What follows belongs to an exercise in optimizing a design on an open flow for small area; a production flow would make more cautious choices.
Function was checked by simulation only, so behaviour that the tests miss may differ from the original.
Power figures rest on the tool's default switching activity, not on a simulated workload.

==> amber <==
// mc_datapath
module mc_datapath #(
  parameter int unsigned     XLEN     = 32,
  parameter logic [XLEN-1:0] RESET_PC = '0
) (
  input  logic          clk,
  input  logic          reset,
  input  logic [1:0]    ResultSrc,
  input  logic          PCSrc,
  input  logic          ALUSrc,
  input  logic          RegWrite,
  input  logic [1:0]    ImmSrc,
  input  logic [2:0]    ALUControl,
  input  logic          Jalr,
  input  logic          MemRead,
  input  logic          MemWrite,
  output logic [31:0]   Instr,
  output logic          Zero,
  output logic          ALUR31,
  output logic          mem_req,
  output logic          mem_we,
  output logic [XLEN-1:0] mem_addr,
  output logic [XLEN-1:0] mem_wdata,
  input  logic [XLEN-1:0] mem_rdata,
  input  logic          mem_ready,
  output logic [1:0]    state
);
clock: 12.0 ns
lec_check: 0
cap_margin: 20
core_margin: 2
core_utilization: 65
place_density: 0.75
slew_margin: 20
synth_hierarchical: 1
standard.sh (not shown) runs the stock make flow with config.mk's settings and CLKGATE_MAP_FILE= SYNTH_SCRIPT=/design/flow/synth_recipe.tcl, a recipe that flattens the netlist after the stock synthesis.
==> flow/flow/run.sh <==
#!/bin/bash
# The standard layout (standard.sh, the standard flow's own ORFS flow, synthesis included)
# with a lighter clock tree and lighter port buffers:
# - CTS builds the tree from clkbuf_4 cells and adds no dummy loads
# - buffer_ports gives every input and output port a buf_1
# All of the flow's output goes to standard.log in this folder.
set -e
export CTS_ARGS="-sink_clustering_enable -repair_clock_nets -dont_use_dummy_load -buf_list {sky130_fd_sc_hd__clkbuf_4}"
export BUFFER_PORTS_ARGS="-buffer_cell sky130_fd_sc_hd__buf_1"
bash standard.sh > standard.log 2>&1
==> garnet (differences from amber) <==
--- a/flow/design.v
+++ b/flow/design.v
@@ -156,23 +156,10 @@
 );
   assign zero = op_sum  ? sum_zero :
                 op_slt  ? ~slt :
                 op_sltu ? ~sltu : (oth_res == '0);
 endmodule
-module mc_inc #(
-  parameter int unsigned W = 30
-) (
-  input  logic [W-1:0] a,
-  output logic [W-1:0] s
-);
-  logic [W:0] c;
-  assign c[0] = 1'b1;
-  for (genvar i = 0; i < W; i++) begin : g_bit
-    assign s[i]   = a[i] ^ c[i];
-    assign c[i+1] = a[i] & c[i];
-  end
-endmodule
 module mc_datapath #(
   parameter int unsigned     XLEN     = 32,
   parameter logic [XLEN-1:0] RESET_PC = '0
 ) (
   input  logic          clk,
@@ -198,13 +185,14 @@
   output logic [1:0]    state
 );
   localparam int SHW = $clog2(XLEN);
   mc_pkg::mc_state_e       cur_st, nxt_st;
   logic [XLEN-1:0] pc, opa, mdr;
-  logic [XLEN-1:0] port, imm_ext, alu_res;
+  logic [XLEN-1:0] port, imm_ext, alu_a, alu_res;
   logic [XLEN-1:0] pc_plus4, pc_next, result;
   logic [19:0]     pc_upper;
+  logic [4:0]      rf_raddr;
   wire st_fetch = (cur_st == mc_pkg::ST_FETCH);
   wire st_exec  = (cur_st == mc_pkg::ST_EXEC);
   wire st_mem   = (cur_st == mc_pkg::ST_MEM);
   wire st_wb    = (cur_st == mc_pkg::ST_WB);
   assign state = cur_st;
@@ -222,16 +210,16 @@
   logic [30:0]           rf_we;
   logic [31:0]           tsel;      
   logic [31:0][XLEN-1:0] term;
   logic [10:0][XLEN-1:0] part_n;
   logic                  sel_imm;
+  assign rf_raddr = st_fetch ? mem_rdata[19:15] : Instr[24:20];
   assign sel_imm  = (st_exec && ALUSrc) || st_wb;
   for (genvar i = 0; i < 31; i++) begin : g_rf
     assign rf_we[i] = st_wb && RegWrite && (Instr[11:7] == 5'(i + 1));
     mc_hold #(.W(XLEN)) u_hold (.we(rf_we[i]), .nwe(~rf_we[i]), .wd(result), .q(rf_q[i]), .d(rf_d[i]));
-    assign tsel[i] = st_fetch ? (mem_rdata[19:15] == 5'(i + 1))
-                              : (!sel_imm && (Instr[24:20] == 5'(i + 1)));
+    assign tsel[i] = !sel_imm && (rf_raddr == 5'(i + 1));
     assign term[i] = rf_q[i];
   end
   assign tsel[31] = sel_imm;
   assign term[31] = imm_ext;
   always_ff @(posedge clk) rf_q <= rf_d;
@@ -246,34 +234,30 @@
     port = '0;
     for (int g = 0; g < 11; g++) port = port | ~part_n[g];
   end
   logic            alu_sub, cout, slt, sltu;
   logic [XLEN-1:0] sum;
+  assign alu_a   = st_wb ? pc : opa;
   assign alu_sub = ALUControl[0] && !st_wb;
-  mc_csa32 u_alu_add (.a(opa), .b(add_y), .ci(alu_sub), .s(sum), .co(cout));
+  mc_csa32 u_alu_add (.a(alu_a), .b(add_y), .ci(alu_sub), .s(sum), .co(cout));
   assign sltu = ~cout;
   assign slt  = (opa[XLEN-1] ^ port[XLEN-1]) ? opa[XLEN-1] : sum[XLEN-1];
   logic            sh_left, sh_fill;
   logic [SHW-1:0]  sh_amt, rot_amt;
   logic [XLEN-1:0] rot1_n, rot2, rot3_n, rot4, rot5_n, sh_mask, sh_res;
   assign sh_left = (Instr[14:12] == 3'b001);
   assign sh_fill = ~sh_left & Instr[30] & opa[XLEN-1];
   assign sh_amt  = port[SHW-1:0];
-  logic [SHW-1:0]  neg_amt;
-  always_comb begin
-    for (int i = 0; i < SHW; i++) neg_amt[i] = sh_amt[i] ^ (|(sh_amt & SHW'((1 << i) - 1)));
-  end
-  assign rot_amt = sh_left ? neg_amt : sh_amt;
+  assign rot_amt = sh_left ? SHW'(-sh_amt) : sh_amt;
   mc_mux2i #(.W(XLEN)) u_rot1 (.s(rot_amt[0]), .a(opa),    .b({opa[0],      opa[31:1]}),      .y_n(rot1_n));
   mc_mux2i #(.W(XLEN)) u_rot2 (.s(rot_amt[1]), .a(rot1_n), .b({rot1_n[1:0], rot1_n[31:2]}),   .y_n(rot2));
   mc_mux2i #(.W(XLEN)) u_rot3 (.s(rot_amt[2]), .a(rot2),   .b({rot2[3:0],   rot2[31:4]}),     .y_n(rot3_n));
   mc_mux2i #(.W(XLEN)) u_rot4 (.s(rot_amt[3]), .a(rot3_n), .b({rot3_n[7:0], rot3_n[31:8]}),   .y_n(rot4));
   mc_mux2i #(.W(XLEN)) u_rot5 (.s(rot_amt[4]), .a(rot4),   .b({rot4[15:0],  rot4[31:16]}),    .y_n(rot5_n));
-  logic [XLEN-1:0] sh_keep;
-  assign sh_keep = {XLEN{1'b1}} << sh_amt;
   always_comb begin
-    for (int i = 0; i < XLEN; i++) sh_mask[i] = sh_left ? sh_keep[i] : sh_keep[XLEN-1-i];
+    for (int i = 0; i < XLEN; i++)
+      sh_mask[i] = sh_left ? (sh_amt <= SHW'(i)) : (sh_amt <= SHW'(XLEN - 1 - i));
   end
   assign sh_res = (~rot5_n & sh_mask) | ({XLEN{sh_fill}} & ~sh_mask);
   logic            op_sum, op_slt, op_sltu;
   logic [XLEN-1:0] oth_res;
   assign op_sum  = (ALUControl[2:1] == 2'b00);
@@ -293,30 +277,29 @@
                    op_slt  ? {{(XLEN-1){1'b0}}, slt} :
                    op_sltu ? {{(XLEN-1){1'b0}}, sltu} : oth_res;
   logic [XLEN-1:0] add_y, add_p, add_z;
   logic            sum_zero;
   assign add_y = port ^ {XLEN{alu_sub}};
-  assign add_p = opa ^ add_y;
-  assign add_z = ~(add_p ^ {opa[XLEN-2:0] | add_y[XLEN-2:0], alu_sub});
+  assign add_p = alu_a ^ add_y;
+  assign add_z = ~(add_p ^ {alu_a[XLEN-2:0] | add_y[XLEN-2:0], alu_sub});
   assign sum_zero = &add_z;
   mc_zero u_zero (.op_sum(op_sum), .sum_zero(sum_zero), .op_slt(op_slt), .slt(slt),
                   .op_sltu(op_sltu), .sltu(sltu), .oth_res(oth_res), .zero(Zero));
   assign ALUR31  = op_sum ? sum[XLEN-1] : oth_res[XLEN-1];
   logic unused_co;
-  mc_inc #(.W(XLEN-2)) u_pc_inc (.a(opa[XLEN-1:2]), .s(pc_plus4[XLEN-1:2]));
-  assign pc_plus4[1:0] = opa[1:0];
-  mc_rca #(.W(20)) u_pc_upper (.a(opa[31:12]), .b(Instr[31:12]), .ci(1'b0), .s(pc_upper), .co(unused_co));
-  assign pc_next = Jalr  ? {pc[XLEN-1:1], 1'b0} :
+  assign pc_plus4 = {pc[XLEN-1:2] + 30'd1, pc[1:0]};
+  mc_rca #(.W(20)) u_pc_upper (.a(pc[31:12]), .b(Instr[31:12]), .ci(1'b0), .s(pc_upper), .co(unused_co));
+  assign pc_next = Jalr  ? {opa[XLEN-1:1], 1'b0} :
                    PCSrc ? sum : pc_plus4;
   always_comb begin
-    result = pc;
+    result = opa;
     case (ResultSrc)
-      mc_pkg::RES_ALU:   result = pc;
+      mc_pkg::RES_ALU:   result = opa;
       mc_pkg::RES_MDR:   result = mdr;
       mc_pkg::RES_PC4:   result = pc_plus4;
-      mc_pkg::RES_UPPER: result = Instr[5] ? {Instr[31:12], 12'b0} : {pc_upper, opa[11:0]};
-      default:   result = pc;
+      mc_pkg::RES_UPPER: result = Instr[5] ? {Instr[31:12], 12'b0} : {pc_upper, pc[11:0]};
+      default:   result = opa;
     endcase
   end
   always_ff @(posedge clk or negedge reset) begin
     if (!reset) cur_st <= mc_pkg::ST_FETCH;
     else        cur_st <= nxt_st;
@@ -331,11 +314,11 @@
       default:          nxt_st = mc_pkg::ST_FETCH;
     endcase
   end
   assign mem_req   = reset && (st_fetch || st_mem);
   assign mem_we    = reset && st_mem && MemWrite;
-  assign mem_addr  = pc;
+  assign mem_addr  = st_mem ? opa : pc;
   assign mem_wdata = port;
   logic            ld_ir, ld_mdr;
   logic [XLEN-1:0] ir_d, mdr_d;
   assign ld_ir  = st_fetch && mem_ready;
   assign ld_mdr = st_mem && mem_ready;
@@ -347,14 +330,13 @@
       Instr <= mc_pkg::NOP;
       mdr   <= '0;
     end else begin
       Instr <= ir_d;
       mdr   <= mdr_d;
-      if (st_exec)    pc <= alu_res;
-      else if (st_wb) pc <= pc_next;
+      if (st_wb) pc <= pc_next;
     end
   end
   always_ff @(posedge clk) begin
     if (ld_ir)        opa <= port;
-    else if (st_exec) opa <= pc;
+    else if (st_exec) opa <= alu_res;
   end
 endmodule
==> flow/run.sh (new file) <==
#!/bin/bash
# synth_recipe.tcl (not shown) runs the flow's synth.tcl, then flattens the netlist and writes it again
# the make line also repeats each setting of config.mk as NAME=value (left out here)
make -C /OpenROAD-flow-scripts/flow DESIGN_CONFIG=/design/flow/config.mk WORK_HOME=/design/flow/orfs CLKGATE_MAP_FILE= SYNTH_SCRIPT=/design/flow/synth_recipe.tcl finish
removed: flow/flow/run.sh
removed: flow/standard.sh
==> notes.md <==
garnet completed with no timing, DRC or antenna violations. amber passed the timing, DRC and antenna checks. Of amber and garnet, garnet has the higher clock power (gap 27%, measured against garnet). Against garnet, the area after synthesis of amber is smaller by about 2.3%. In amber the first-iteration DRC count is smaller than in garnet, by 6.7%. Of amber and garnet, garnet has the higher non-clock buffer count (gap 239). Global-route usage: garnet is higher than amber (0.72 points). Of amber and garnet, amber has the higher register-to-register slack (gap 0.05 ns). Of garnet and amber, garnet has the higher worst setup slack (gap 0.045 ns). Of amber and garnet, amber has the higher sequential power (gap about 0.7%, measured against garnet). Critical path depth: amber is lower than garnet (4).

[afterwards: timing with drivers on the ports]
How much do the figures lean on ideal ports? The routed layouts below were timed once more, with nothing changed but the port constraints.
Step 1 sets driving cells, clkbuf_16 on the clock port and buf_2 on the other inputs (assumed; they add their load-dependent delay and slew).
Step 2 times the ports against the registers' clock, not the clock port: input delays grow and output delays shrink by t, the midpoint of the rising clock arrivals with the driver on.
Slacks: no drivers / after step 1 / after step 2; pairs: no drivers / after step 1.
run	shift t [ns]	setup slack, ns	slew at the worst register clock pin (ns)	worst data-port slew with drivers (ns)
amber	1.244	0.238 / 0.213 / 0.213	0.07 / 0.07	0.06
garnet	0.761	0.283 / 0.250 / 0.250	0.07 / 0.07	0.08
After both steps every run listed still meets setup and hold. The setup slack of garnet, which loses most, moves by -0.033 ns with the drivers and by -0.033 ns with both steps.
